From an optimization exercise on the open Yosys and OpenROAD flow, aimed at small area, a short achievable clock period and few clock cycles per item; shortcuts taken in it are not production practice. No run shown here included a check of the RTL's function; only the layout flow was run. Power figures rest on the tool's default switching activity, not on a simulated workload.

File: flow/config.mk
export PLATFORM = sky130hd
export DESIGN_NAME = double_talk_detector_unit
export DESIGN_NICKNAME = double_talk_detector_unit
export VERILOG_FILES = /design/flow/design.v
export SDC_FILE = /design/flow/constraint.sdc
export NUM_CORES = 4
export LEC_CHECK = 0
export ABC_CLOCK_PERIOD_IN_PS = 3500
export CAP_MARGIN = 20
export CORE_MARGIN = 2
export CORE_UTILIZATION = 40
export PLACE_DENSITY = 0.6
export SLEW_MARGIN = 20
export SYNTH_HIERARCHICAL = 1
File: flow/constraint.sdc
create_clock -name core_clock -period 10.0 [get_ports {clock}]
set_input_delay 2.0000 -clock core_clock [delete_from_list [all_inputs] [get_ports {clock}]]
set_output_delay 2.0000 -clock core_clock [all_outputs]
set_load 0.01 [all_outputs]
File: flow/design.v
`default_nettype none
package dtd_pkg;
   localparam int SAMPLE_W    = 16;
   localparam int SUM_W       = 41;
   localparam int LVL_W       = 32;
   localparam int ALPHA_W     = 16;
   localparam int RATIO_W     = 16;
   localparam int SILENCE_W   = 24;
   localparam int CSR_DATA_W  = 24;
   localparam int CSR_IDX_W   = 2;
   localparam logic [ALPHA_W-1:0]   ALPHA_RESET   = 16'd58982;
   localparam logic [RATIO_W-1:0]   RATIO_RESET   = 16'd128;
   localparam logic [SILENCE_W-1:0] SILENCE_RESET = 24'd11;
endpackage
`default_nettype wire
`default_nettype none
module dtd_fa (
   input  wire logic a,
   input  wire logic b,
   input  wire logic c,
   output logic      s,
   output logic      co
);
   assign s  = a ^ b ^ c;
   assign co = (a & b) | (a & c) | (b & c);
endmodule
module dtd_ha (
   input  wire logic a,
   input  wire logic b,
   output logic      s,
   output logic      co
);
   assign s  = a ^ b;
   assign co = a & b;
endmodule
module dtd_sq_tree (
   input  wire logic [14:0] y,
   input  wire logic        s,
   input  wire logic [40:0] a,
   input  wire logic [19:0]  ci,
   output logic [40:0]      o,
   output logic [19:0]       co
);
   wire sv = s;
   wire dg_0 = y[0];
   wire dg_1 = y[1];
   wire dg_2 = y[2];
   wire dg_3 = y[3];
   wire dg_4 = y[4];
   wire dg_5 = y[5];
   wire dg_6 = y[6];
   wire dg_7 = y[7];
   wire dg_8 = y[8];
   wire dg_9 = y[9];
   wire dg_10 = y[10];
   wire dg_11 = y[11];
   wire dg_12 = y[12];
   wire dg_13 = y[13];
   wire dg_14 = y[14];
   wire pp_0_1 = y[0] & y[1];
   wire pp_0_2 = y[0] & y[2];
   wire pp_0_3 = y[0] & y[3];
   wire pp_0_4 = y[0] & y[4];
   wire pp_0_5 = y[0] & y[5];
   wire pp_0_6 = y[0] & y[6];
   wire pp_0_7 = y[0] & y[7];
   wire pp_0_8 = y[0] & y[8];
   wire pp_0_9 = y[0] & y[9];
   wire pp_0_10 = y[0] & y[10];
   wire pp_0_11 = y[0] & y[11];
   wire pp_0_12 = y[0] & y[12];
   wire pp_0_13 = y[0] & y[13];
   wire pp_0_14 = y[0] & y[14];
   wire pp_1_2 = y[1] & y[2];
   wire pp_1_3 = y[1] & y[3];
   wire pp_1_4 = y[1] & y[4];
   wire pp_1_5 = y[1] & y[5];
   wire pp_1_6 = y[1] & y[6];
   wire pp_1_7 = y[1] & y[7];
   wire pp_1_8 = y[1] & y[8];
   wire pp_1_9 = y[1] & y[9];
   wire pp_1_10 = y[1] & y[10];
   wire pp_1_11 = y[1] & y[11];
   wire pp_1_12 = y[1] & y[12];
   wire pp_1_13 = y[1] & y[13];
   wire pp_1_14 = y[1] & y[14];
   wire pp_2_3 = y[2] & y[3];
   wire pp_2_4 = y[2] & y[4];
   wire pp_2_5 = y[2] & y[5];
   wire pp_2_6 = y[2] & y[6];
   wire pp_2_7 = y[2] & y[7];
   wire pp_2_8 = y[2] & y[8];
   wire pp_2_9 = y[2] & y[9];
   wire pp_2_10 = y[2] & y[10];
   wire pp_2_11 = y[2] & y[11];
   wire pp_2_12 = y[2] & y[12];
   wire pp_2_13 = y[2] & y[13];
   wire pp_2_14 = y[2] & y[14];
   wire pp_3_4 = y[3] & y[4];
   wire pp_3_5 = y[3] & y[5];
   wire pp_3_6 = y[3] & y[6];
   wire pp_3_7 = y[3] & y[7];
   wire pp_3_8 = y[3] & y[8];
   wire pp_3_9 = y[3] & y[9];
   wire pp_3_10 = y[3] & y[10];
   wire pp_3_11 = y[3] & y[11];
   wire pp_3_12 = y[3] & y[12];
   wire pp_3_13 = y[3] & y[13];
   wire pp_3_14 = y[3] & y[14];
   wire pp_4_5 = y[4] & y[5];
   wire pp_4_6 = y[4] & y[6];
   wire pp_4_7 = y[4] & y[7];
   wire pp_4_8 = y[4] & y[8];
   wire pp_4_9 = y[4] & y[9];
   wire pp_4_10 = y[4] & y[10];
   wire pp_4_11 = y[4] & y[11];
   wire pp_4_12 = y[4] & y[12];
   wire pp_4_13 = y[4] & y[13];
   wire pp_4_14 = y[4] & y[14];
   wire pp_5_6 = y[5] & y[6];
   wire pp_5_7 = y[5] & y[7];
   wire pp_5_8 = y[5] & y[8];
   wire pp_5_9 = y[5] & y[9];
   wire pp_5_10 = y[5] & y[10];
   wire pp_5_11 = y[5] & y[11];
   wire pp_5_12 = y[5] & y[12];
   wire pp_5_13 = y[5] & y[13];
   wire pp_5_14 = y[5] & y[14];
   wire pp_6_7 = y[6] & y[7];
   wire pp_6_8 = y[6] & y[8];
   wire pp_6_9 = y[6] & y[9];
   wire pp_6_10 = y[6] & y[10];
   wire pp_6_11 = y[6] & y[11];
   wire pp_6_12 = y[6] & y[12];
   wire pp_6_13 = y[6] & y[13];
   wire pp_6_14 = y[6] & y[14];
   wire pp_7_8 = y[7] & y[8];
   wire pp_7_9 = y[7] & y[9];
   wire pp_7_10 = y[7] & y[10];
   wire pp_7_11 = y[7] & y[11];
   wire pp_7_12 = y[7] & y[12];
   wire pp_7_13 = y[7] & y[13];
   wire pp_7_14 = y[7] & y[14];
   wire pp_8_9 = y[8] & y[9];
   wire pp_8_10 = y[8] & y[10];
   wire pp_8_11 = y[8] & y[11];
   wire pp_8_12 = y[8] & y[12];
   wire pp_8_13 = y[8] & y[13];
   wire pp_8_14 = y[8] & y[14];
   wire pp_9_10 = y[9] & y[10];
   wire pp_9_11 = y[9] & y[11];
   wire pp_9_12 = y[9] & y[12];
   wire pp_9_13 = y[9] & y[13];
   wire pp_9_14 = y[9] & y[14];
   wire pp_10_11 = y[10] & y[11];
   wire pp_10_12 = y[10] & y[12];
   wire pp_10_13 = y[10] & y[13];
   wire pp_10_14 = y[10] & y[14];
   wire pp_11_12 = y[11] & y[12];
   wire pp_11_13 = y[11] & y[13];
   wire pp_11_14 = y[11] & y[14];
   wire pp_12_13 = y[12] & y[13];
   wire pp_12_14 = y[12] & y[14];
   wire pp_13_14 = y[13] & y[14];
   wire cr_0 = s & y[0];
   wire cr_1 = s & y[1];
   wire cr_2 = s & y[2];
   wire cr_3 = s & y[3];
   wire cr_4 = s & y[4];
   wire cr_5 = s & y[5];
   wire cr_6 = s & y[6];
   wire cr_7 = s & y[7];
   wire cr_8 = s & y[8];
   wire cr_9 = s & y[9];
   wire cr_10 = s & y[10];
   wire cr_11 = s & y[11];
   wire cr_12 = s & y[12];
   wire cr_13 = s & y[13];
   wire cr_14 = s & y[14];
   wire n1, n2;
   dtd_ha u_n1 (.a(pp_0_11), .b(pp_1_10), .s(n1), .co(n2));
   wire n3, n4;
   dtd_fa u_n3 (.a(pp_0_13), .b(pp_1_12), .c(pp_2_11), .s(n3), .co(n4));
   wire n5, n6;
   dtd_ha u_n5 (.a(pp_0_14), .b(pp_1_13), .s(n5), .co(n6));
   wire n7, n8;
   dtd_fa u_n7 (.a(pp_1_14), .b(pp_2_13), .c(pp_3_12), .s(n7), .co(n8));
   wire n9, n10;
   dtd_ha u_n9 (.a(pp_0_5), .b(pp_1_4), .s(n9), .co(n10));
   wire n11, n12;
   dtd_fa u_n11 (.a(pp_0_7), .b(pp_1_6), .c(pp_2_5), .s(n11), .co(n12));
   wire n13, n14;
   dtd_ha u_n13 (.a(pp_0_8), .b(pp_1_7), .s(n13), .co(n14));
   wire n15, n16;
   dtd_fa u_n15 (.a(pp_0_9), .b(pp_1_8), .c(pp_2_7), .s(n15), .co(n16));
   wire n17, n18;
   dtd_fa u_n17 (.a(pp_3_6), .b(pp_4_5), .c(dg_5), .s(n17), .co(n18));
   wire n19, n20;
   dtd_fa u_n19 (.a(pp_0_10), .b(pp_1_9), .c(pp_2_8), .s(n19), .co(n20));
   wire n21, n22;
   dtd_ha u_n21 (.a(pp_3_7), .b(pp_4_6), .s(n21), .co(n22));
   wire n23, n24;
   dtd_fa u_n23 (.a(n1), .b(pp_2_9), .c(pp_3_8), .s(n23), .co(n24));
   wire n25, n26;
   dtd_fa u_n25 (.a(pp_4_7), .b(pp_5_6), .c(dg_6), .s(n25), .co(n26));
   wire n27, n28;
   dtd_ha u_n27 (.a(cr_11), .b(a[12]), .s(n27), .co(n28));
   wire n29, n30;
   dtd_fa u_n29 (.a(n2), .b(pp_0_12), .c(pp_1_11), .s(n29), .co(n30));
   wire n31, n32;
   dtd_fa u_n31 (.a(pp_2_10), .b(pp_3_9), .c(pp_4_8), .s(n31), .co(n32));
   wire n33, n34;
   dtd_fa u_n33 (.a(pp_5_7), .b(cr_12), .c(a[13]), .s(n33), .co(n34));
   wire n35, n36;
   dtd_fa u_n35 (.a(n3), .b(pp_3_10), .c(pp_4_9), .s(n35), .co(n36));
   wire n37, n38;
   dtd_fa u_n37 (.a(pp_5_8), .b(pp_6_7), .c(dg_7), .s(n37), .co(n38));
   wire n39, n40;
   dtd_fa u_n39 (.a(cr_13), .b(a[14]), .c(ci[6]), .s(n39), .co(n40));
   wire n41, n42;
   dtd_fa u_n41 (.a(n4), .b(n5), .c(pp_2_12), .s(n41), .co(n42));
   wire n43, n44;
   dtd_fa u_n43 (.a(pp_3_11), .b(pp_4_10), .c(pp_5_9), .s(n43), .co(n44));
   wire n45, n46;
   dtd_fa u_n45 (.a(pp_6_8), .b(cr_14), .c(a[15]), .s(n45), .co(n46));
   wire n47, n48;
   dtd_fa u_n47 (.a(n6), .b(n7), .c(pp_4_11), .s(n47), .co(n48));
   wire n49, n50;
   dtd_fa u_n49 (.a(pp_5_10), .b(pp_6_9), .c(pp_7_8), .s(n49), .co(n50));
   wire n51, n52;
   dtd_fa u_n51 (.a(dg_8), .b(a[16]), .c(ci[7]), .s(n51), .co(n52));
   wire n53, n54;
   dtd_fa u_n53 (.a(n8), .b(pp_2_14), .c(pp_3_13), .s(n53), .co(n54));
   wire n55, n56;
   dtd_fa u_n55 (.a(pp_4_12), .b(pp_5_11), .c(pp_6_10), .s(n55), .co(n56));
   wire n57, n58;
   dtd_ha u_n57 (.a(pp_7_9), .b(a[17]), .s(n57), .co(n58));
   wire n59, n60;
   dtd_fa u_n59 (.a(pp_3_14), .b(pp_4_13), .c(pp_5_12), .s(n59), .co(n60));
   wire n61, n62;
   dtd_fa u_n61 (.a(pp_6_11), .b(pp_7_10), .c(pp_8_9), .s(n61), .co(n62));
   wire n63, n64;
   dtd_fa u_n63 (.a(dg_9), .b(a[18]), .c(ci[8]), .s(n63), .co(n64));
   wire n65, n66;
   dtd_fa u_n65 (.a(pp_4_14), .b(pp_5_13), .c(pp_6_12), .s(n65), .co(n66));
   wire n67, n68;
   dtd_ha u_n67 (.a(pp_7_11), .b(pp_8_10), .s(n67), .co(n68));
   wire n69, n70;
   dtd_fa u_n69 (.a(pp_5_14), .b(pp_6_13), .c(pp_7_12), .s(n69), .co(n70));
   wire n71, n72;
   dtd_fa u_n71 (.a(pp_8_11), .b(pp_9_10), .c(dg_10), .s(n71), .co(n72));
   wire n73, n74;
   dtd_ha u_n73 (.a(pp_6_14), .b(pp_7_13), .s(n73), .co(n74));
   wire n75, n76;
   dtd_fa u_n75 (.a(pp_7_14), .b(pp_8_13), .c(pp_9_12), .s(n75), .co(n76));
   wire n77, n78;
   dtd_ha u_n77 (.a(pp_0_1), .b(dg_1), .s(n77), .co(n78));
   wire n79, n80;
   dtd_fa u_n79 (.a(pp_0_3), .b(pp_1_2), .c(dg_2), .s(n79), .co(n80));
   wire n81, n82;
   dtd_ha u_n81 (.a(pp_0_4), .b(pp_1_3), .s(n81), .co(n82));
   wire n83, n84;
   dtd_fa u_n83 (.a(n9), .b(pp_2_3), .c(dg_3), .s(n83), .co(n84));
   wire n85, n86;
   dtd_ha u_n85 (.a(cr_5), .b(a[6]), .s(n85), .co(n86));
   wire n87, n88;
   dtd_fa u_n87 (.a(n10), .b(pp_0_6), .c(pp_1_5), .s(n87), .co(n88));
   wire n89, n90;
   dtd_fa u_n89 (.a(pp_2_4), .b(cr_6), .c(a[7]), .s(n89), .co(n90));
   wire n91, n92;
   dtd_fa u_n91 (.a(n11), .b(pp_3_4), .c(dg_4), .s(n91), .co(n92));
   wire n93, n94;
   dtd_fa u_n93 (.a(cr_7), .b(a[8]), .c(ci[3]), .s(n93), .co(n94));
   wire n95, n96;
   dtd_fa u_n95 (.a(n12), .b(n13), .c(pp_2_6), .s(n95), .co(n96));
   wire n97, n98;
   dtd_fa u_n97 (.a(pp_3_5), .b(cr_8), .c(a[9]), .s(n97), .co(n98));
   wire n99, n100;
   dtd_fa u_n99 (.a(n14), .b(n15), .c(n17), .s(n99), .co(n100));
   wire n101, n102;
   dtd_fa u_n101 (.a(cr_9), .b(a[10]), .c(ci[4]), .s(n101), .co(n102));
   wire n103, n104;
   dtd_fa u_n103 (.a(n16), .b(n18), .c(n19), .s(n103), .co(n104));
   wire n105, n106;
   dtd_fa u_n105 (.a(n21), .b(cr_10), .c(a[11]), .s(n105), .co(n106));
   wire n107, n108;
   dtd_fa u_n107 (.a(n20), .b(n22), .c(n23), .s(n107), .co(n108));
   wire n109, n110;
   dtd_fa u_n109 (.a(n25), .b(n27), .c(ci[5]), .s(n109), .co(n110));
   wire n111, n112;
   dtd_fa u_n111 (.a(n24), .b(n26), .c(n28), .s(n111), .co(n112));
   wire n113, n114;
   dtd_fa u_n113 (.a(n29), .b(n31), .c(n33), .s(n113), .co(n114));
   wire n115, n116;
   dtd_fa u_n115 (.a(n30), .b(n32), .c(n34), .s(n115), .co(n116));
   wire n117, n118;
   dtd_fa u_n117 (.a(n35), .b(n37), .c(n39), .s(n117), .co(n118));
   wire n119, n120;
   dtd_fa u_n119 (.a(n36), .b(n38), .c(n40), .s(n119), .co(n120));
   wire n121, n122;
   dtd_fa u_n121 (.a(n41), .b(n43), .c(n45), .s(n121), .co(n122));
   wire n123, n124;
   dtd_fa u_n123 (.a(n42), .b(n44), .c(n46), .s(n123), .co(n124));
   wire n125, n126;
   dtd_fa u_n125 (.a(n47), .b(n49), .c(n51), .s(n125), .co(n126));
   wire n127, n128;
   dtd_fa u_n127 (.a(n48), .b(n50), .c(n52), .s(n127), .co(n128));
   wire n129, n130;
   dtd_fa u_n129 (.a(n53), .b(n55), .c(n57), .s(n129), .co(n130));
   wire n131, n132;
   dtd_fa u_n131 (.a(n54), .b(n56), .c(n58), .s(n131), .co(n132));
   wire n133, n134;
   dtd_fa u_n133 (.a(n59), .b(n61), .c(n63), .s(n133), .co(n134));
   wire n135, n136;
   dtd_fa u_n135 (.a(n60), .b(n62), .c(n64), .s(n135), .co(n136));
   wire n137, n138;
   dtd_fa u_n137 (.a(n65), .b(n67), .c(a[19]), .s(n137), .co(n138));
   wire n139, n140;
   dtd_fa u_n139 (.a(n66), .b(n68), .c(n69), .s(n139), .co(n140));
   wire n141, n142;
   dtd_fa u_n141 (.a(n71), .b(a[20]), .c(ci[9]), .s(n141), .co(n142));
   wire n143, n144;
   dtd_fa u_n143 (.a(n70), .b(n72), .c(n73), .s(n143), .co(n144));
   wire n145, n146;
   dtd_fa u_n145 (.a(pp_8_12), .b(pp_9_11), .c(a[21]), .s(n145), .co(n146));
   wire n147, n148;
   dtd_fa u_n147 (.a(n74), .b(n75), .c(pp_10_11), .s(n147), .co(n148));
   wire n149, n150;
   dtd_fa u_n149 (.a(dg_11), .b(a[22]), .c(ci[10]), .s(n149), .co(n150));
   wire n151, n152;
   dtd_fa u_n151 (.a(n76), .b(pp_8_14), .c(pp_9_13), .s(n151), .co(n152));
   wire n153, n154;
   dtd_ha u_n153 (.a(pp_10_12), .b(a[23]), .s(n153), .co(n154));
   wire n155, n156;
   dtd_fa u_n155 (.a(pp_9_14), .b(pp_10_13), .c(pp_11_12), .s(n155), .co(n156));
   wire n157, n158;
   dtd_fa u_n157 (.a(dg_12), .b(a[24]), .c(ci[11]), .s(n157), .co(n158));
   wire n159, n160;
   dtd_ha u_n159 (.a(pp_10_14), .b(pp_11_13), .s(n159), .co(n160));
   wire n161, n162;
   dtd_fa u_n161 (.a(pp_11_14), .b(pp_12_13), .c(dg_13), .s(n161), .co(n162));
   wire n163, n164;
   dtd_ha u_n163 (.a(n77), .b(cr_1), .s(n163), .co(n164));
   wire n165, n166;
   dtd_fa u_n165 (.a(n78), .b(pp_0_2), .c(cr_2), .s(n165), .co(n166));
   wire n167, n168;
   dtd_fa u_n167 (.a(n79), .b(cr_3), .c(a[4]), .s(n167), .co(n168));
   wire n169, n170;
   dtd_fa u_n169 (.a(n80), .b(n81), .c(cr_4), .s(n169), .co(n170));
   wire n171, n172;
   dtd_fa u_n171 (.a(n82), .b(n83), .c(n85), .s(n171), .co(n172));
   wire n173, n174;
   dtd_fa u_n173 (.a(n84), .b(n86), .c(n87), .s(n173), .co(n174));
   wire n175, n176;
   dtd_fa u_n175 (.a(n88), .b(n90), .c(n91), .s(n175), .co(n176));
   wire n177, n178;
   dtd_fa u_n177 (.a(n92), .b(n94), .c(n95), .s(n177), .co(n178));
   wire n179, n180;
   dtd_fa u_n179 (.a(n96), .b(n98), .c(n99), .s(n179), .co(n180));
   wire n181, n182;
   dtd_fa u_n181 (.a(n100), .b(n102), .c(n103), .s(n181), .co(n182));
   wire n183, n184;
   dtd_fa u_n183 (.a(n104), .b(n106), .c(n107), .s(n183), .co(n184));
   wire n185, n186;
   dtd_fa u_n185 (.a(n108), .b(n110), .c(n111), .s(n185), .co(n186));
   wire n187, n188;
   dtd_fa u_n187 (.a(n112), .b(n114), .c(n115), .s(n187), .co(n188));
   wire n189, n190;
   dtd_fa u_n189 (.a(n116), .b(n118), .c(n119), .s(n189), .co(n190));
   wire n191, n192;
   dtd_fa u_n191 (.a(n120), .b(n122), .c(n123), .s(n191), .co(n192));
   wire n193, n194;
   dtd_fa u_n193 (.a(n124), .b(n126), .c(n127), .s(n193), .co(n194));
   wire n195, n196;
   dtd_fa u_n195 (.a(n128), .b(n130), .c(n131), .s(n195), .co(n196));
   wire n197, n198;
   dtd_fa u_n197 (.a(n132), .b(n134), .c(n135), .s(n197), .co(n198));
   wire n199, n200;
   dtd_fa u_n199 (.a(n136), .b(n138), .c(n139), .s(n199), .co(n200));
   wire n201, n202;
   dtd_fa u_n201 (.a(n140), .b(n142), .c(n143), .s(n201), .co(n202));
   wire n203, n204;
   dtd_fa u_n203 (.a(n144), .b(n146), .c(n147), .s(n203), .co(n204));
   wire n205, n206;
   dtd_fa u_n205 (.a(n148), .b(n150), .c(n151), .s(n205), .co(n206));
   wire n207, n208;
   dtd_fa u_n207 (.a(n152), .b(n154), .c(n155), .s(n207), .co(n208));
   wire n209, n210;
   dtd_fa u_n209 (.a(n156), .b(n158), .c(n159), .s(n209), .co(n210));
   wire n211, n212;
   dtd_fa u_n211 (.a(n160), .b(n161), .c(a[26]), .s(n211), .co(n212));
   wire n213, n214;
   dtd_ha u_n213 (.a(n162), .b(pp_12_14), .s(n213), .co(n214));
   wire n215, n216;
   dtd_fa u_n215 (.a(pp_13_14), .b(dg_14), .c(a[28]), .s(n215), .co(n216));
   wire n217, n218;
   dtd_ha u_n217 (.a(dg_0), .b(sv), .s(n217), .co(n218));
   wire n219, n220;
   dtd_ha u_n219 (.a(cr_0), .b(a[1]), .s(n219), .co(n220));
   wire n221, n222;
   dtd_fa u_n221 (.a(n163), .b(a[2]), .c(ci[0]), .s(n221), .co(n222));
   wire n223, n224;
   dtd_fa u_n223 (.a(n164), .b(n165), .c(a[3]), .s(n223), .co(n224));
   wire n225, n226;
   dtd_fa u_n225 (.a(n166), .b(n167), .c(ci[1]), .s(n225), .co(n226));
   wire n227, n228;
   dtd_fa u_n227 (.a(n168), .b(n169), .c(a[5]), .s(n227), .co(n228));
   wire n229, n230;
   dtd_fa u_n229 (.a(n170), .b(n171), .c(ci[2]), .s(n229), .co(n230));
   wire n231, n232;
   dtd_fa u_n231 (.a(n172), .b(n173), .c(n89), .s(n231), .co(n232));
   wire n233, n234;
   dtd_fa u_n233 (.a(n174), .b(n175), .c(n93), .s(n233), .co(n234));
   wire n235, n236;
   dtd_fa u_n235 (.a(n176), .b(n177), .c(n97), .s(n235), .co(n236));
   wire n237, n238;
   dtd_fa u_n237 (.a(n178), .b(n179), .c(n101), .s(n237), .co(n238));
   wire n239, n240;
   dtd_fa u_n239 (.a(n180), .b(n181), .c(n105), .s(n239), .co(n240));
   wire n241, n242;
   dtd_fa u_n241 (.a(n182), .b(n183), .c(n109), .s(n241), .co(n242));
   wire n243, n244;
   dtd_fa u_n243 (.a(n184), .b(n185), .c(n113), .s(n243), .co(n244));
   wire n245, n246;
   dtd_fa u_n245 (.a(n186), .b(n187), .c(n117), .s(n245), .co(n246));
   wire n247, n248;
   dtd_fa u_n247 (.a(n188), .b(n189), .c(n121), .s(n247), .co(n248));
   wire n249, n250;
   dtd_fa u_n249 (.a(n190), .b(n191), .c(n125), .s(n249), .co(n250));
   wire n251, n252;
   dtd_fa u_n251 (.a(n192), .b(n193), .c(n129), .s(n251), .co(n252));
   wire n253, n254;
   dtd_fa u_n253 (.a(n194), .b(n195), .c(n133), .s(n253), .co(n254));
   wire n255, n256;
   dtd_fa u_n255 (.a(n196), .b(n197), .c(n137), .s(n255), .co(n256));
   wire n257, n258;
   dtd_fa u_n257 (.a(n198), .b(n199), .c(n141), .s(n257), .co(n258));
   wire n259, n260;
   dtd_fa u_n259 (.a(n200), .b(n201), .c(n145), .s(n259), .co(n260));
   wire n261, n262;
   dtd_fa u_n261 (.a(n202), .b(n203), .c(n149), .s(n261), .co(n262));
   wire n263, n264;
   dtd_fa u_n263 (.a(n204), .b(n205), .c(n153), .s(n263), .co(n264));
   wire n265, n266;
   dtd_fa u_n265 (.a(n206), .b(n207), .c(n157), .s(n265), .co(n266));
   wire n267, n268;
   dtd_fa u_n267 (.a(n208), .b(n209), .c(a[25]), .s(n267), .co(n268));
   wire n269, n270;
   dtd_fa u_n269 (.a(n210), .b(n211), .c(ci[12]), .s(n269), .co(n270));
   wire n271, n272;
   dtd_fa u_n271 (.a(n212), .b(n213), .c(a[27]), .s(n271), .co(n272));
   wire n273, n274;
   dtd_fa u_n273 (.a(n214), .b(n215), .c(ci[13]), .s(n273), .co(n274));
   wire n275, n276;
   dtd_ha u_n275 (.a(n216), .b(a[29]), .s(n275), .co(n276));
   wire n277, n278;
   dtd_ha u_n277 (.a(a[30]), .b(ci[14]), .s(n277), .co(n278));
   wire n279, n280;
   dtd_ha u_n279 (.a(n217), .b(a[0]), .s(n279), .co(n280));
   wire n281, n282;
   dtd_fa u_n281 (.a(n218), .b(n219), .c(n280), .s(n281), .co(n282));
   wire n283, n284;
   dtd_ha u_n283 (.a(n220), .b(n221), .s(n283), .co(n284));
   wire n285, n286;
   dtd_fa u_n285 (.a(n222), .b(n223), .c(n284), .s(n285), .co(n286));
   wire n287, n288;
   dtd_ha u_n287 (.a(n224), .b(n225), .s(n287), .co(n288));
   wire n289, n290;
   dtd_fa u_n289 (.a(n226), .b(n227), .c(n288), .s(n289), .co(n290));
   wire n291, n292;
   dtd_ha u_n291 (.a(n228), .b(n229), .s(n291), .co(n292));
   wire n293, n294;
   dtd_fa u_n293 (.a(n230), .b(n231), .c(n292), .s(n293), .co(n294));
   wire n295, n296;
   dtd_ha u_n295 (.a(n232), .b(n233), .s(n295), .co(n296));
   wire n297, n298;
   dtd_fa u_n297 (.a(n234), .b(n235), .c(n296), .s(n297), .co(n298));
   wire n299, n300;
   dtd_ha u_n299 (.a(n236), .b(n237), .s(n299), .co(n300));
   wire n301, n302;
   dtd_fa u_n301 (.a(n238), .b(n239), .c(n300), .s(n301), .co(n302));
   wire n303, n304;
   dtd_ha u_n303 (.a(n240), .b(n241), .s(n303), .co(n304));
   wire n305, n306;
   dtd_fa u_n305 (.a(n242), .b(n243), .c(n304), .s(n305), .co(n306));
   wire n307, n308;
   dtd_ha u_n307 (.a(n244), .b(n245), .s(n307), .co(n308));
   wire n309, n310;
   dtd_fa u_n309 (.a(n246), .b(n247), .c(n308), .s(n309), .co(n310));
   wire n311, n312;
   dtd_ha u_n311 (.a(n248), .b(n249), .s(n311), .co(n312));
   wire n313, n314;
   dtd_fa u_n313 (.a(n250), .b(n251), .c(n312), .s(n313), .co(n314));
   wire n315, n316;
   dtd_ha u_n315 (.a(n252), .b(n253), .s(n315), .co(n316));
   wire n317, n318;
   dtd_fa u_n317 (.a(n254), .b(n255), .c(n316), .s(n317), .co(n318));
   wire n319, n320;
   dtd_ha u_n319 (.a(n256), .b(n257), .s(n319), .co(n320));
   wire n321, n322;
   dtd_fa u_n321 (.a(n258), .b(n259), .c(n320), .s(n321), .co(n322));
   wire n323, n324;
   dtd_ha u_n323 (.a(n260), .b(n261), .s(n323), .co(n324));
   wire n325, n326;
   dtd_fa u_n325 (.a(n262), .b(n263), .c(n324), .s(n325), .co(n326));
   wire n327, n328;
   dtd_ha u_n327 (.a(n264), .b(n265), .s(n327), .co(n328));
   wire n329, n330;
   dtd_fa u_n329 (.a(n266), .b(n267), .c(n328), .s(n329), .co(n330));
   wire n331, n332;
   dtd_ha u_n331 (.a(n268), .b(n269), .s(n331), .co(n332));
   wire n333, n334;
   dtd_fa u_n333 (.a(n270), .b(n271), .c(n332), .s(n333), .co(n334));
   wire n335, n336;
   dtd_ha u_n335 (.a(n272), .b(n273), .s(n335), .co(n336));
   wire n337, n338;
   dtd_fa u_n337 (.a(n274), .b(n275), .c(n336), .s(n337), .co(n338));
   wire n339, n340;
   dtd_ha u_n339 (.a(n276), .b(n277), .s(n339), .co(n340));
   wire n341, n342;
   dtd_fa u_n341 (.a(n278), .b(a[31]), .c(n340), .s(n341), .co(n342));
   wire n343, n344;
   dtd_ha u_n343 (.a(a[32]), .b(ci[15]), .s(n343), .co(n344));
   wire n345, n346;
   dtd_ha u_n345 (.a(a[33]), .b(n344), .s(n345), .co(n346));
   wire n347, n348;
   dtd_ha u_n347 (.a(a[34]), .b(ci[16]), .s(n347), .co(n348));
   wire n349, n350;
   dtd_ha u_n349 (.a(a[35]), .b(n348), .s(n349), .co(n350));
   wire n351, n352;
   dtd_ha u_n351 (.a(a[36]), .b(ci[17]), .s(n351), .co(n352));
   wire n353, n354;
   dtd_ha u_n353 (.a(a[37]), .b(n352), .s(n353), .co(n354));
   wire n355, n356;
   dtd_ha u_n355 (.a(a[38]), .b(ci[18]), .s(n355), .co(n356));
   wire n357, n358;
   dtd_ha u_n357 (.a(a[39]), .b(n356), .s(n357), .co(n358));
   wire n359, n360;
   dtd_ha u_n359 (.a(a[40]), .b(ci[19]), .s(n359), .co(n360));
   assign o = {n359, n357, n355, n353, n351, n349, n347, n345, n343, n341, n339, n337, n335, n333, n331, n329, n327, n325, n323, n321, n319, n317, n315, n313, n311, n309, n307, n305, n303, n301, n299, n297, n295, n293, n291, n289, n287, n285, n283, n281, n279};
   assign co = {n358, n354, n350, n346, n342, n338, n334, n330, n326, n322, n318, n314, n310, n306, n302, n298, n294, n290, n286, n282};
endmodule
module dtd_resolve (
   input  wire logic [40:0] a,
   input  wire logic [19:0]  c,
   output logic [40:0]      r
);
   logic [20:0] cin;
   assign cin[0] = 1'b0;
   assign cin[1] = c[0] | (cin[0] & (&a[1:0]));
   assign cin[2] = c[1] | (cin[1] & (&a[3:2]));
   assign cin[3] = c[2] | (cin[2] & (&a[5:4]));
   assign cin[4] = c[3] | (cin[3] & (&a[7:6]));
   assign cin[5] = c[4] | (cin[4] & (&a[9:8]));
   assign cin[6] = c[5] | (cin[5] & (&a[11:10]));
   assign cin[7] = c[6] | (cin[6] & (&a[13:12]));
   assign cin[8] = c[7] | (cin[7] & (&a[15:14]));
   assign cin[9] = c[8] | (cin[8] & (&a[17:16]));
   assign cin[10] = c[9] | (cin[9] & (&a[19:18]));
   assign cin[11] = c[10] | (cin[10] & (&a[21:20]));
   assign cin[12] = c[11] | (cin[11] & (&a[23:22]));
   assign cin[13] = c[12] | (cin[12] & (&a[25:24]));
   assign cin[14] = c[13] | (cin[13] & (&a[27:26]));
   assign cin[15] = c[14] | (cin[14] & (&a[29:28]));
   assign cin[16] = c[15] | (cin[15] & (&a[31:30]));
   assign cin[17] = c[16] | (cin[16] & (&a[33:32]));
   assign cin[18] = c[17] | (cin[17] & (&a[35:34]));
   assign cin[19] = c[18] | (cin[18] & (&a[37:36]));
   assign cin[20] = c[19] | (cin[19] & (&a[39:38]));
   assign r[1:0] = a[1:0];
   assign r[3:2] = a[3:2] + 2'(cin[1]);
   assign r[5:4] = a[5:4] + 2'(cin[2]);
   assign r[7:6] = a[7:6] + 2'(cin[3]);
   assign r[9:8] = a[9:8] + 2'(cin[4]);
   assign r[11:10] = a[11:10] + 2'(cin[5]);
   assign r[13:12] = a[13:12] + 2'(cin[6]);
   assign r[15:14] = a[15:14] + 2'(cin[7]);
   assign r[17:16] = a[17:16] + 2'(cin[8]);
   assign r[19:18] = a[19:18] + 2'(cin[9]);
   assign r[21:20] = a[21:20] + 2'(cin[10]);
   assign r[23:22] = a[23:22] + 2'(cin[11]);
   assign r[25:24] = a[25:24] + 2'(cin[12]);
   assign r[27:26] = a[27:26] + 2'(cin[13]);
   assign r[29:28] = a[29:28] + 2'(cin[14]);
   assign r[31:30] = a[31:30] + 2'(cin[15]);
   assign r[33:32] = a[33:32] + 2'(cin[16]);
   assign r[35:34] = a[35:34] + 2'(cin[17]);
   assign r[37:36] = a[37:36] + 2'(cin[18]);
   assign r[39:38] = a[39:38] + 2'(cin[19]);
   assign r[40:40] = a[40:40] + 1'(cin[20]);
endmodule
`default_nettype wire
`default_nettype none
module dtd_div4 (
   input  wire logic [11:0] rem,
   input  wire logic [1:0]  nxt,
   input  wire logic [10:0] d,
   output logic [11:0]      rem_o,
   output logic [1:0]       q_o
);
   logic [12:0] t1, t2, r1, r2;
   assign t1     = {rem, nxt[1]};
   assign r1     = rem[11] ? t1 + {2'b0, d} : t1 - {2'b0, d};
   assign q_o[1] = !r1[12];
   assign t2     = {r1[11:0], nxt[0]};
   assign r2     = r1[12] ? t2 + {2'b0, d} : t2 - {2'b0, d};
   assign q_o[0] = !r2[12];
   assign rem_o  = r2[11:0];
endmodule
`default_nettype wire
`default_nettype none
module double_talk_detector_unit (
   input  wire logic         clock,
   input  wire logic         reset,
   input  wire logic         req_valid,
   output logic              req_ready,
   input  wire logic [15:0]  req_far_sample,
   input  wire logic [15:0]  req_mic_sample,
   input  wire logic         req_frame_end,
   output logic              rsp_valid,
   input  wire logic         rsp_ready,
   output logic [1:0]        rsp_talk_state,
   output logic              rsp_adapt_hold,
   input  wire logic         csr_write_enable,
   input  wire logic [1:0]   csr_index,
   input  wire logic [23:0]  csr_write_data
);
   localparam int NB = 20;    
   localparam logic [1:0] A_IDLE = 2'd0;
   localparam logic [1:0] A_DIV  = 2'd1;
   localparam logic [1:0] A_DONE = 2'd2;
   localparam logic [2:0] B_IDLE = 3'd0;
   localparam logic [2:0] B_FAR  = 3'd1;
   localparam logic [2:0] B_MIC  = 3'd2;
   localparam logic [2:0] B_RAT  = 3'd3;
   localparam logic [2:0] B_OUT  = 3'd4;
   logic [15:0]   alpha_ff;
   logic [15:0]   ratio_ff;
   logic [23:0]   silence_ff;
   logic          ready_ff;
   logic          in_v_ff, in_last_ff;
   logic [14:0]   in_fy_ff, in_my_ff;
   logic          in_fs_ff, in_ms_ff;
   logic [9:0]    cnt_ff, dcnt_ff;
   logic          full_ff;
   logic          clr_ff;
   logic [40:0]   fsum_ff, msum_ff;
   logic [NB-1:0] fcb_ff, mcb_ff;
   logic [1:0]    a_st_ff;
   logic [3:0]    a_cnt_ff;
   logic [10:0]   div_ff;
   logic [11:0]   frem_ff, mrem_ff;
   logic [29:0]   fq_ff, mq_ff;
   logic [2:0]    b_ph_ff;
   logic [3:0]    b_j_ff;
   logic [32:0]   acc_ff;
   logic          hit_ff;
   logic [30:0]   flvl_ff, mlvl_ff;
   logic          out_valid_ff;
   logic [1:0]    talk_ff;
   always_ff @(posedge clock) begin
      if (reset) begin
         alpha_ff   <= dtd_pkg::ALPHA_RESET;
         ratio_ff   <= dtd_pkg::RATIO_RESET;
         silence_ff <= dtd_pkg::SILENCE_RESET;
      end else if (csr_write_enable) begin
         case (csr_index)
            2'd0:    alpha_ff   <= csr_write_data[15:0];
            2'd1:    ratio_ff   <= csr_write_data[15:0];
            2'd2:    silence_ff <= csr_write_data;
            default: ;
         endcase
      end
   end
   logic          accept, keep_in, load, clr;
   logic [9:0]    cnt_in;
   logic [40:0]   fsum_in, msum_in, fsum_o, msum_o, fres, mres;
   logic [NB-1:0] fcb_in, mcb_in, fcb_o, mcb_o;
   logic          full_in;
   assign accept  = req_valid && ready_ff;
   assign cnt_in  = (in_v_ff && in_last_ff) ? 10'd0 : cnt_ff + {9'd0, in_v_ff};
   assign keep_in = accept && (req_frame_end || !(&cnt_in));
   assign clr     = clr_ff;
   assign fsum_in = clr ? 41'd0 : fsum_ff;
   assign msum_in = clr ? 41'd0 : msum_ff;
   assign fcb_in  = clr ? '0 : fcb_ff;
   assign mcb_in  = clr ? '0 : mcb_ff;
   dtd_sq_tree u_ftree (
      .y  (in_fy_ff),
      .s  (in_fs_ff),
      .a  (fsum_in),
      .ci (fcb_in),
      .o  (fsum_o),
      .co (fcb_o)
   );
   dtd_sq_tree u_mtree (
      .y  (in_my_ff),
      .s  (in_ms_ff),
      .a  (msum_in),
      .ci (mcb_in),
      .o  (msum_o),
      .co (mcb_o)
   );
   dtd_resolve u_fres (.a(fsum_ff), .c(fcb_ff), .r(fres));
   dtd_resolve u_mres (.a(msum_ff), .c(mcb_ff), .r(mres));
   assign full_in = (full_ff && !load) || (in_v_ff && in_last_ff);
   always_ff @(posedge clock) begin
      in_fy_ff   <= {15{keep_in}} & (req_far_sample[14:0] ^ {15{req_far_sample[15]}});
      in_fs_ff   <= keep_in & req_far_sample[15];
      in_my_ff   <= {15{keep_in}} & (req_mic_sample[14:0] ^ {15{req_mic_sample[15]}});
      in_ms_ff   <= keep_in & req_mic_sample[15];
      in_last_ff <= req_frame_end;
      fsum_ff    <= fsum_o;
      msum_ff    <= msum_o;
      fcb_ff     <= fcb_o;
      mcb_ff     <= mcb_o;
      if (in_v_ff && in_last_ff) begin
         dcnt_ff <= cnt_ff;
      end
      if (reset) begin
         in_v_ff <= 1'b0;
         cnt_ff  <= '0;
         full_ff <= 1'b0;
         clr_ff  <= 1'b1;
      end else begin
         in_v_ff <= keep_in;
         full_ff <= full_in;
         clr_ff  <= full_in && (a_st_in == A_IDLE);
         cnt_ff  <= cnt_in;
      end
   end
   logic [1:0]  a_st_in;
   logic [11:0] frem_o, mrem_o;
   logic [1:0]  fq_o, mq_o;
   logic        b_fin;
   assign load = full_ff && (a_st_ff == A_IDLE);
   dtd_div4 u_fdiv (
      .rem   (frem_ff),
      .nxt   (fq_ff[29:28]),
      .d     (div_ff),
      .rem_o (frem_o),
      .q_o   (fq_o)
   );
   dtd_div4 u_mdiv (
      .rem   (mrem_ff),
      .nxt   (mq_ff[29:28]),
      .d     (div_ff),
      .rem_o (mrem_o),
      .q_o   (mq_o)
   );
   always_comb begin
      a_st_in = a_st_ff;
      case (a_st_ff)
         A_IDLE:  if (full_ff) a_st_in = A_DIV;
         A_DIV:   if (a_cnt_ff == 4'd14) a_st_in = A_DONE;
         A_DONE:  if (b_fin) a_st_in = A_IDLE;
         default: a_st_in = A_IDLE;
      endcase
   end
   always_ff @(posedge clock) begin
      if (load) begin
         frem_ff  <= {1'b0, fres[40:30]};
         fq_ff    <= fres[29:0];
         mrem_ff  <= {1'b0, mres[40:30]};
         mq_ff    <= mres[29:0];
         div_ff   <= {1'b0, dcnt_ff} + 11'd2;
         a_cnt_ff <= '0;
      end else if (a_st_ff == A_DIV) begin
         frem_ff  <= frem_o;
         fq_ff    <= {fq_ff[27:0], fq_o};
         mrem_ff  <= mrem_o;
         mq_ff    <= {mq_ff[27:0], mq_o};
         a_cnt_ff <= a_cnt_ff + 4'd1;
      end
      if (reset) begin
         a_st_ff <= A_IDLE;
      end else begin
         a_st_ff <= a_st_in;
      end
   end
   logic [2:0]  b_ph_in;
   logic [3:0]  b_j_in;
   logic        out_free;
   logic        far_on, mic_on, hit;
   logic [1:0]  talk_new;
   typedef struct packed {
      logic yf1, yf2, ym1, ym2, yfq, ymq, yneg;
      logic xacc, xf, xm;
      logic ash, xr, hcap;
      logic wf, wm;
   } ctl_type;
   ctl_type     ctl_ff, ctl_in;
   logic [3:0]  bidx_in;
   logic [15:0] mval_in;
   logic [2:0]  trip_in;
   logic        d_one, d_two, d_neg;
   always_comb begin
      b_ph_in = b_ph_ff;
      b_j_in  = b_j_ff + 4'd1;
      case (b_ph_ff)
         B_IDLE: begin
            b_j_in = '0;
            if (a_st_ff == A_DONE) b_ph_in = B_FAR;
         end
         B_FAR, B_MIC, B_RAT: begin
            if (b_j_ff == 4'd10) begin
               b_j_in  = '0;
               b_ph_in = (b_ph_ff == B_FAR) ? B_MIC :
                         (b_ph_ff == B_MIC) ? B_RAT : B_OUT;
            end
         end
         B_OUT: begin
            b_j_in = '0;
            if (out_free) b_ph_in = B_IDLE;
         end
         default: begin
            b_j_in  = '0;
            b_ph_in = B_IDLE;
         end
      endcase
   end
   always_comb begin
      mval_in = (b_ph_ff == B_RAT) ? ratio_ff : alpha_ff;
      bidx_in = (b_ph_ff == B_RAT && b_j_ff >= 4'd5) ? b_j_ff - 4'd1 : b_j_ff;
      case (bidx_in)
         4'd0:    trip_in = {mval_in[1], mval_in[0], 1'b0};
         4'd1:    trip_in = mval_in[3:1];
         4'd2:    trip_in = mval_in[5:3];
         4'd3:    trip_in = mval_in[7:5];
         4'd4:    trip_in = mval_in[9:7];
         4'd5:    trip_in = mval_in[11:9];
         4'd6:    trip_in = mval_in[13:11];
         4'd7:    trip_in = mval_in[15:13];
         default: trip_in = {2'b00, mval_in[15]};
      endcase
      d_one = (trip_in == 3'b001) || (trip_in == 3'b010) ||
              (trip_in == 3'b101) || (trip_in == 3'b110);
      d_two = (trip_in == 3'b011) || (trip_in == 3'b100);
      d_neg = trip_in[2] && (trip_in != 3'b111);
      ctl_in = '0;
      case (b_ph_in)
         B_FAR, B_MIC: begin
            if (b_j_in == 4'd0) begin
               ctl_in.yfq  = (b_ph_in == B_FAR);
               ctl_in.ymq  = (b_ph_in == B_MIC);
               ctl_in.yneg = 1'b1;
               ctl_in.xf   = (b_ph_in == B_FAR);
               ctl_in.xm   = (b_ph_in == B_MIC);
               ctl_in.wf   = (b_ph_in == B_FAR);
               ctl_in.wm   = (b_ph_in == B_MIC);
            end else if (b_j_in == 4'd10) begin
               ctl_in.yfq  = (b_ph_in == B_FAR);
               ctl_in.ymq  = (b_ph_in == B_MIC);
               ctl_in.xacc = 1'b1;
               ctl_in.wf   = (b_ph_in == B_FAR);
               ctl_in.wm   = (b_ph_in == B_MIC);
            end else begin
               ctl_in.yf1  = d_one && (b_ph_in == B_FAR);
               ctl_in.yf2  = d_two && (b_ph_in == B_FAR);
               ctl_in.ym1  = d_one && (b_ph_in == B_MIC);
               ctl_in.ym2  = d_two && (b_ph_in == B_MIC);
               ctl_in.yneg = d_neg;
               ctl_in.xacc = (b_j_in != 4'd1);
               ctl_in.ash  = (b_j_in != 4'd9);
            end
         end
         B_RAT: begin
            if (b_j_in == 4'd0) begin
               ctl_in.xr   = 1'b1;
            end else if (b_j_in == 4'd5) begin
               ctl_in.ym1  = 1'b1;
               ctl_in.yneg = 1'b1;
               ctl_in.xacc = 1'b1;
            end else begin
               ctl_in.yf1  = d_one;
               ctl_in.yf2  = d_two;
               ctl_in.yneg = d_neg;
               ctl_in.xacc = 1'b1;
               ctl_in.ash  = (b_j_in != 4'd10);
               ctl_in.hcap = (b_j_in == 4'd10);
            end
         end
         default: ;
      endcase
   end
   logic [33:0] xop, ysel, yop, sum;
   assign xop  = ({34{ctl_ff.xacc}} & {acc_ff[32], acc_ff}) |
                 ({34{ctl_ff.xf}} & {{3{flvl_ff[30]}}, flvl_ff}) |
                 ({34{ctl_ff.xm}} & {{3{mlvl_ff[30]}}, mlvl_ff}) |
                 ({34{ctl_ff.xr}} & {18'd0, ratio_ff});
   assign ysel = ({34{ctl_ff.yf1}} & {{3{flvl_ff[30]}}, flvl_ff}) |
                 ({34{ctl_ff.yf2}} & {{2{flvl_ff[30]}}, flvl_ff, 1'b0}) |
                 ({34{ctl_ff.ym1}} & {{3{mlvl_ff[30]}}, mlvl_ff}) |
                 ({34{ctl_ff.ym2}} & {{2{mlvl_ff[30]}}, mlvl_ff, 1'b0}) |
                 ({34{ctl_ff.yfq}} & {4'd0, fq_ff}) |
                 ({34{ctl_ff.ymq}} & {4'd0, mq_ff});
   assign yop  = ysel ^ {34{ctl_ff.yneg}};
   assign sum  = xop + yop + {33'd0, ctl_ff.yneg};
   assign b_fin    = (b_ph_ff == B_MIC) && (b_j_ff == 4'd10);
   assign out_free = !out_valid_ff || rsp_ready;
   assign far_on   = (flvl_ff[29:0] > {6'd0, silence_ff});
   assign mic_on   = (mlvl_ff[29:0] > {6'd0, silence_ff});
   assign hit      = hit_ff;
   assign talk_new = (far_on && mic_on && hit) ? 2'd3 :
                     far_on ? 2'd1 :
                     mic_on ? 2'd2 : 2'd0;
   always_ff @(posedge clock) begin
      if (reset) begin
         ctl_ff <= '0;
      end else begin
         ctl_ff <= ctl_in;
      end
      if (ctl_ff.ash) begin
         acc_ff <= {sum[33], sum[33:2]};
      end else begin
         acc_ff <= sum[32:0];
      end
      if (ctl_ff.hcap) begin
         hit_ff <= sum[32];
      end
      if (reset) begin
         flvl_ff <= '0;
         mlvl_ff <= '0;
      end else begin
         if (ctl_ff.wf) flvl_ff <= sum[30:0];
         if (ctl_ff.wm) mlvl_ff <= sum[30:0];
      end
      if (reset) begin
         b_ph_ff      <= B_IDLE;
         b_j_ff       <= '0;
         out_valid_ff <= 1'b0;
      end else begin
         b_ph_ff <= b_ph_in;
         b_j_ff  <= b_j_in;
         if (b_ph_ff == B_OUT && out_free) begin
            out_valid_ff <= 1'b1;
            talk_ff      <= talk_new;
         end else if (rsp_ready) begin
            out_valid_ff <= 1'b0;
         end
      end
   end
   assign rsp_valid      = out_valid_ff;
   assign rsp_talk_state = talk_ff;
   assign rsp_adapt_hold = talk_ff[1];
   logic full1, idle1, full2, idle2;
   assign full1 = full_in;
   assign idle1 = (a_st_in == A_IDLE);
   assign full2 = (full1 && !idle1) || (keep_in && req_frame_end);
   assign idle2 = (idle1 && !full1) ||
                  (b_ph_in == B_MIC && b_j_in == 4'd10);
   always_ff @(posedge clock) begin
      if (reset) begin
         ready_ff <= 1'b1;
      end else begin
         ready_ff <= !(full2 && !idle2);
      end
   end
   assign req_ready = ready_ff;
endmodule
`default_nettype wire
File: flow/flow/run.sh
#!/bin/bash
# The standard layout, with timing repair aiming below the clock period:
# repair_timing works to a setup slack of MARGIN ns at the design's clock.
set -euo pipefail
MARGIN=${MARGIN:-6.5}
bash standard.sh finish SETUP_SLACK_MARGIN=$MARGIN > flow.log 2>&1
File: flow/standard.sh
#!/bin/bash
# synth_recipe.tcl (not shown) runs the flow's synth.tcl, then flattens the netlist and writes it again
# the make line also repeats each setting of config.mk as NAME=value (left out here)
make -C /OpenROAD-flow-scripts/flow DESIGN_CONFIG=/design/flow/config.mk WORK_HOME=/design/flow/orfs CLKGATE_MAP_FILE= SYNTH_SCRIPT=/design/flow/synth_recipe.tcl "${@:-finish}"
==> flow_summary_export.csv, run 1 <==
group,metric,value,unit
critical_path,critPathMaxFanout,6,
final_layout,final_cell_mix,"308 x dfxtp_1, 242 x nand2_1, 242 x ha_1, 233 x nor2_1, 215 x fa_1",
drt,first_pass_iters,8,
placement,port_buffers,68,
worst_hold_path,hp-start,"ctl_ff[2]$_SDFF_PP0_",
job,maxCapViolations,0,
worst_hold_path,min_to,"hit_ff$_DFFE_PP_",
floorplanning,dieArea,91000,um2
critical_path,r2r_end,"mrem_ff[10]$_DFFE_PP_",
critical_path,reg2reg_from,"div_ff[1]$_DFFE_PP_",
power_and_ir_drop,switching_share,36.2,%
sta,min_period_over_period,50.1,%
critical_path,ff2ff_path_depth,21,
critical_path,rrSetupSlack,4990,ps
worst_hold_path,min_path_type,"reg2reg",
final_layout,final_common_cell,"dfxtp_1",
drt,drc,0,
drt,avgRoutedWirePerCell,19.8,um
clock_network,clk_pin_slew,60,ps
floorplanning,start_util,40.2,%
logic_synthesis,yosysWarnings,7,
logic_synthesis,synth_top_flop_cell,"dfxtp_1",
drt,wirelength,95100,um
sta,setup_viol,0,
logic_synthesis,ys_seq_area_share,28.7,%
global_routing,grt_max_degree,89,
clock_network,cts.sinks,455,
final_layout,nNetsFinal,4201,
logic_synthesis,synth-seq-cells,455,
sta,final.setup.tns,0,ps
global_routing,track_usage,20.3,%
power_and_ir_drop,pwr-share-seq,28.7,%
placement,place.gp.congestion,0.875,
power_and_ir_drop,p_switching,0.00312,W
global_routing,grt_pass1_wl,147000,um
drt,vias,25900,
final_layout,fillers,8340,
critical_path,worstSetupPathType,"reg2reg",
clock_network,clock_insertion_delay_worst_skew,620,ps
floorplanning,die_w,302,um
logic_synthesis,synth-edff-count,106,
sta,worst_pin_slew,899,ps
global_routing,antenna_found_initial,2,
logic_synthesis,synth_cell_types,93,
drt,ant_nets,0,
clock_network,clockRootBuffer,"clkbuf_16",
power_and_ir_drop,ir_drop,0.225,mV
sta,timing.fmax,0.200,GHz
clock_network,cts_tree,"done",
final_layout,synthToLayoutAreaGrowth,15.4,%
final_layout,antenna_cells,0,
critical_path,setup.worst_path.start_class,"flip-flop",
final_layout,fin_util,46.4,%
drt,drtIter0Drc,1880,
status,status,"no timing/DRC/antenna violations",
logic_synthesis,syn_inst,3561,
final_layout,multiInputGateArea,24300,um2
power_and_ir_drop,p_clk_share,23.5,%
power_and_ir_drop,power.density,210,nW/um2
final_layout,layout.area.seq,10300,um2
sta,fin_crit,5010,ps
drt,vias_per_cell,5.40,
sta,rsz0062_at_grt,"yes",
power_and_ir_drop,internal_power,0.00548,W
logic_synthesis,netlist_area,35500,um2
logic_synthesis,synth.net_count,4171,
final_layout,drive_above_1_share,21.0,%
clock_network,cts_htree_levels,2,
critical_path,worstPathArrival,5380,ps
sta,fin_skew,25.7,ps
power_and_ir_drop,combinationalPowerShare,47.8,%
clock_network,cts_buffers,54,
power_and_ir_drop,power_leakage,17.6,nW
sta,max_slew_margin,40.1,%
sta,hold_viol,0,
clock_network,cts_hold_buf,0,
critical_path,worst_ep_required_time,10370,ps
critical_path,crit_start,"div_ff[1]$_DFFE_PP_",
critical_path,worstSetupEndpointType,"flip-flop",
floorplanning,core-area,88100,um2
global_routing,overflow,0,
floorplanning,die_h,302,um
logic_synthesis,avgSynthCellArea,9.96,um2
sta,slew_violations,0,
worst_hold_path,min_delay_path_depth,0,
global_routing,grt_pass1_vias,26200,
placement,dp_hpwl,63800,um
clock_network,cts_buffer_depth,3,
floorplanning,ioPinCount,69,
floorplanning,row_count,109,
logic_synthesis,synthArstFlopShare,0,%
## metal layers
layer / global-route usage [%] / routed length (um)
met5: 0 / 0
met1: 28.0 / 42200
met4: 8.27 / 4240
met3: 3.04 / 6150
met2: 32.1 / 42500
## cells by family after synthesis
family                     synth area share [%]
and+or+nand+nor                            17.4
AOI/OAI and AO/OA                          11.9
adders and majority gates                  25.1
DFF                                        28.7
buffers and inverters                      6.38
xor gates and xnor gates                   5.50
muxes                                      5.05
## critical path, stage by stage (launching register included)
cell	delay, ps
edfxtp_1	480
buf_4	210
or3_4	410
nor3_2	180
nor2_1	70
xor2_1	170
ha_1	320
a21o_1	210
a2111oi_4	440
a211oi_4	120
o31ai_4	190
buf_6	160
buf_6	100
nor2_1	40
xor2_1	140
ha_1	220
or3_4	390
o211a_1	250
o21a_1	200
mux2i_1	140
nand2_1	70
mux2_2	260
## cell type report
class	instances	share of cell area (%)
Sequential cell	455	25.2
Multi-Input combinational cell	2704	59.3
Tap cell	1165	3.56
Inverter	113	1.05
Timing Repair Buffer	263	6.41
Clock inverter	21	0.517
Clock buffer	80	3.96
## sequential cells by signal, indices dropped and copies added (netlist names), 11 cells and up
name / cells
fcb_ff: 20
mlvl_ff: 31
mrem_ff: 12
acc_ff: 33
div_ff: 11
fsum_ff: 41
fq_ff: 30
msum_ff: 41
flvl_ff: 31
mcb_ff: 20
frem_ff: 12
silence_ff: 24
mq_ff: 30
ratio_ff: 16
in_fy_ff: 15
in_my_ff: 15
alpha_ff: 16
ctl_ff: 13
## synth_stat cells (all sizes together) (97+ instances only)
cell | number | area, um2
a22oi | 122 | 916
clkbuf | 103 | 387
dfxtp | 349 | 6990
xnor2 | 104 | 926
inv | 113 | 429
fa | 275 | 5510
nand2 | 243 | 912
and2 | 247 | 1590
nor2 | 240 | 901
a21oi | 153 | 796
xor2 | 117 | 1020
mux2 | 97 | 1100
nor2b | 140 | 876
buf | 187 | 1450
ha | 271 | 3390
edfxtp | 106 | 3180
## power by group through the flow
stage	logic (W)	clock network, W	registers (W)
floorplan	0.00323	0	0.00238
global placement	0.00350	0	0.00253
detailed placement	0.00353	0	0.00253
CTS	0.00385	0.00206	0.00246
global route	0.00462	0.00214	0.00249
finish	0.00411	0.00202	0.00247
## stage by stage
stage / hold slack (ps) / instance area [um2] / setup slack, ps / std cells / total power, W
3_5_place_dp: 427 / 36300 / 4490 / 4526 / 0.00606
4_1_cts: 440 / 39600 / 5050 / 4735 / 0.00838
2_1_floorplan: 400 / 35900 / 5070 / 3561 / 0.00561
5_1_grt: 458 / 40900 / 4730 / 4801 / 0.00925
3_3_place_gp: 428 / 36300 / 4580 / 4525 / 0.00603
6_report: 438 / 40900 / 4990 / 4801 / 0.00860
## what timing repair did
item,in CTS,in global routing
gates cloned,3,7
resized for setup,129,152
setup buffers,105,59
endpoints found under the setup margin,199,131
pin swaps,61,124
## worst max path at each step
stage	to	slack [ps]	depth (start not counted)
2_1_floorplan	mrem_ff[9]$_DFFE_PP_	5070	23
3_3_place_gp	mrem_ff[10]$_DFFE_PP_	4580	23
3_5_place_dp	mrem_ff[10]$_DFFE_PP_	4490	23
4_1_cts	frem_ff[10]$_DFFE_PP_	5050	24
5_1_grt	frem_ff[10]$_DFFE_PP_	4730	24
6_report	mrem_ff[10]$_DFFE_PP_	4990	21
## Yosys stat by module, one instance, submodules excluded
| module | copies in the design | cell area (um2) | cells inside | flops+latches |
|---|---|---|---|---|
| double_talk_detector_unit | 1 | 20900 | 2113 | 455 |
| dtd_div4 | 2 | 1750 | 242 | 0 |
| dtd_fa | 270 | 20.0 | 1 | 0 |
| dtd_ha | 90 | 12.5 | 1 | 0 |
| dtd_resolve | 2 | 851 | 105 | 0 |
| dtd_sq_tree | 2 | 1410 | 197 | 0 |
==> run 2, diff against run 1 <==
--- a/flow/design.v
+++ b/flow/design.v
@@ -599,11 +599,14 @@
    output logic [1:0]       q_o
 );
    logic [12:0] t1, t2, r1, r2;
+   logic        s1, s2;
+   assign s1     = !rem[11];
    assign t1     = {rem, nxt[1]};
-   assign r1     = rem[11] ? t1 + {2'b0, d} : t1 - {2'b0, d};
+   assign r1     = t1 + ({13{s1}} ^ {2'b0, d}) + {12'd0, s1};
    assign q_o[1] = !r1[12];
+   assign s2     = !r1[12];
    assign t2     = {r1[11:0], nxt[0]};
-   assign r2     = r1[12] ? t2 + {2'b0, d} : t2 - {2'b0, d};
+   assign r2     = t2 + ({13{s2}} ^ {2'b0, d}) + {12'd0, s2};
    assign q_o[0] = !r2[12];
    assign rem_o  = r2[11:0];
 endmodule
==> flow_summary_export.csv, run 2 <==
group,metric,value,unit
clock_network,clock_insertion_delay_worst_skew,620,ps
final_layout,antenna_cells,0,
global_routing,grt_pass1_vias,24800,
drt,ant_nets,0,
worst_hold_path,min_path_type,"reg2reg",
placement,place.gp.congestion,0.880,
power_and_ir_drop,power.density,237,nW/um2
global_routing,grt_max_degree,106,
power_and_ir_drop,power_leakage,17.1,nW
clock_network,cts_tree,"done",
final_layout,top_regs,"fsum_ff x41, msum_ff x41, acc_ff x33",
logic_synthesis,synth.most_common_cell,"dfxtp_1",
logic_synthesis,synthArstFlopShare,0,%
logic_synthesis,ys_seq_area_share,29.2,%
status,status,"no timing/DRC/antenna violations",
logic_synthesis,synth-seq-cells,455,
global_routing,track_usage,19.9,%
logic_synthesis,synth_area_leader_cell,"dfxtp_1",
global_routing,grt_pass1_wl,142000,um
logic_synthesis,syn_inst,3435,
sta,slew_violations,0,
sta,final.setup.tns,0,ps
clock_network,cts_htree_levels,2,
critical_path,worstSetupEndpointType,"flip-flop",
critical_path,critPathMaxFanout,5,
final_layout,nNetsFinal,4027,
power_and_ir_drop,ir_drop,0.354,mV
critical_path,rrSetupSlack,6030,ps
placement,place_area,35500,um2
logic_synthesis,synth_top_area_share,20.0,%
sta,min_period_over_period,39.7,%
clock_network,clockRootBuffer,"clkbuf_16",
clock_network,cts_buffer_depth,3,
floorplanning,die_w,299,um
drt,first_pass_iters,8,
drt,drc,0,
final_layout,synthToLayoutAreaGrowth,13.3,%
floorplanning,start_util,40.3,%
sta,max_slew_margin,34.3,%
drt,vias,24800,
sta,setup_viol,0,
floorplanning,core-area,86600,um2
critical_path,worstPathArrival,4340,ps
job,maxCapViolations,0,
critical_path,worstSetupPathType,"reg2reg",
drt,wirelength,91700,um
logic_synthesis,synth_top_flop_cell,"dfxtp_1",
logic_synthesis,synth_cell_types,88,
global_routing,antenna_found_initial,2,
logic_synthesis,synth.net_count,4037,
floorplanning,row_count,108,
clock_network,cts.sinks,455,
logic_synthesis,netlist_area,34900,um2
final_layout,final_common_cell,"dfxtp_1",
logic_synthesis,avgSynthCellArea,10.2,um2
sta,rsz0062_at_grt,"yes",
drt,drtIter0Drc,1785,
drt,avgRoutedWirePerCell,19.8,um
sta,fin_crit,3970,ps
floorplanning,die_h,299,um
clock_network,cts_buffers,54,
final_layout,drive_above_1_share,19.9,%
clock_network,clk_pin_slew,60,ps
logic_synthesis,yosysWarnings,7,
sta,timing.fmax,0.252,GHz
final_layout,final_cell_mix,"309 x dfxtp_1, 236 x ha_1, 210 x nand2_1, 206 x fa_1, 196 x and2_1",
placement,dp_hpwl,63200,um
logic_synthesis,ys_top_cells_by_area,"dfxtp_1 20%, fa_1 16%, ha_1 9.4%",
placement,port_buffers,68,
logic_synthesis,synth-edff-count,106,
sta,worst_pin_slew,984,ps
final_layout,final_area,39500,um2
floorplanning,ioPinCount,69,
global_routing,overflow,0,
critical_path,setup.worst_path.start_class,"flip-flop",
logic_synthesis,ys_top_cells_by_count,"349 x dfxtp_1, 275 x fa_1, 263 x ha_1",
critical_path,worst_ep_required_time,10370,ps
drt,vias_per_cell,5.36,
floorplanning,dieArea,89600,um2
sta,hold_viol,0,
sta,fin_skew,30.6,ps
[run 2: changes by cell type after synthesis, moves of 18 or more]
cell	change
nor2_1	-55
nand2_1	-30
a21o_1	+26
nand3_1	-23
inv_1	-22
nor3_1	-18
[run 2: final cells by class]
type,count,area (um2)
fill,8077,47100
multi-input combinational,2599,23400
sequential,455,10300
timing repair buffer,228,2200
clock buffer,76,1570
tap,1155,1450
inverter,87,327
clock inverter,26,299
[run 2: final timing paths]
path                                to                 start  cells after the start
setup / recovery    fq_ff[0]$_DFFE_PP_   div_ff[0]$_DFFE_PP_                     17
hold / removal    dcnt_ff[0]$_DFFE_PP_  cnt_ff[0]$_SDFF_PP0_                      0
setup reg to reg    fq_ff[0]$_DFFE_PP_   div_ff[0]$_DFFE_PP_                     17
hold reg to reg   dcnt_ff[0]$_DFFE_PP_  cnt_ff[0]$_SDFF_PP0_                      0
[run 2: stage by stage]
stage          power [W]  util (%)  setup WS (ps)  hold WS [ps]  cells
3_5_place_dp     0.00643      41.0           5240           412   4381
6_report         0.00935      45.6           6030           445   4626
2_1_floorplan    0.00591         -           6000           400   3435
3_3_place_gp     0.00637      41.0           5330           427   4381
4_1_cts          0.00905      44.7           6000           449   4594
5_1_grt           0.0100      45.6           5890           467   4626
[run 2: layer usage]
layer  routed length (um)  global-route usage, %  vias up
li1                     -                      -    11800
met1                42400                   28.4    12300
met2                41900                   32.0      600
met3                 5230                   2.25       97
met4                 2260                   5.48        0
met5                    0                      0        -
[run 2: power by group]
| group | switching, W | total (W) | internal (W) |
|---|---|---|---|
| registers | 0.000259 | 0.00250 | 0.00224 |
| logic | 0.00234 | 0.00480 | 0.00246 |
| clock network | 0.000832 | 0.00206 | 0.00122 |
[run 2: modules after synthesis (local to each module, per instance)]
module,copies in the design,area [um2]
double_talk_detector_unit,1,20900
dtd_div4,2,1440
dtd_sq_tree,2,1410
dtd_resolve,2,848
dtd_fa,270,20.0
dtd_ha,90,12.5
[run 2: critical path: stages, from the launching register on]
cell and delay [ps]:
edfxtp_1 450, buf_6 140, nand2b_4 50, and2_4 160
fa_2 380, a211oi_4 310, nor3_4 90, nor2_4 120
o21ai_4 100, mux2_4 300, fa_2 420, a211oi_4 240
o21ai_2 100, a31oi_4 210, o21bai_2 110, xnor2_2 140
xnor2_1 120, mux2_2 260
[run 2: what timing repair did]
| item | in CTS | in global routing |
|---|---|---|
| resized for setup | 126 | 125 |
| gates cloned | 6 | 2 |
| hold buffers | 0 | 0 |
| setup endpoints to repair | 188 | 128 |
| setup buffers | 105 | 30 |
| pin swaps | 61 | 77 |
[run 2: logic make-up after synthesis]
family | count (synthesis) | synth area share [%]
compound gates | 616 | 12.5
flops | 455 | 29.2
simple gates | 1049 | 16.0
fa+ha+maj | 538 | 25.2
xor+xnor | 233 | 5.89
mux | 161 | 4.98
buf+inv | 383 | 6.30

static timing again, ports no longer ideal:
No port has a modelled driver above. Below, the same layouts with a new extraction and two added sets of constraints.
Step 1: set_driving_cell puts a clkbuf_16 on clock and a buf_2 on each other input, an assumption about the parent block.
Step 2, shift: input delay + t, output delay - t, t = (earliest + latest rising clock arrival at the registers) / 2. This alone moves slack from input paths to output paths.
a / b / c = ideal / step 1 / step 2; a / b = the first two.
| run | shift t [ns] | setup WS [ns] | latest minus earliest clock arrival (ns) |
|---|---|---|---|
| run 1 | 0.670 | 4.990 / 4.990 / 4.990 | 0.026 / 0.026 |
| run 2 | 0.674 | 6.034 / 6.034 / 5.924 | 0.039 / 0.040 |
After both steps setup and hold are still met in every run listed. The setup slack of run 2, which loses most, moves by 0.000 ns with the drivers and by -0.110 ns with both steps.
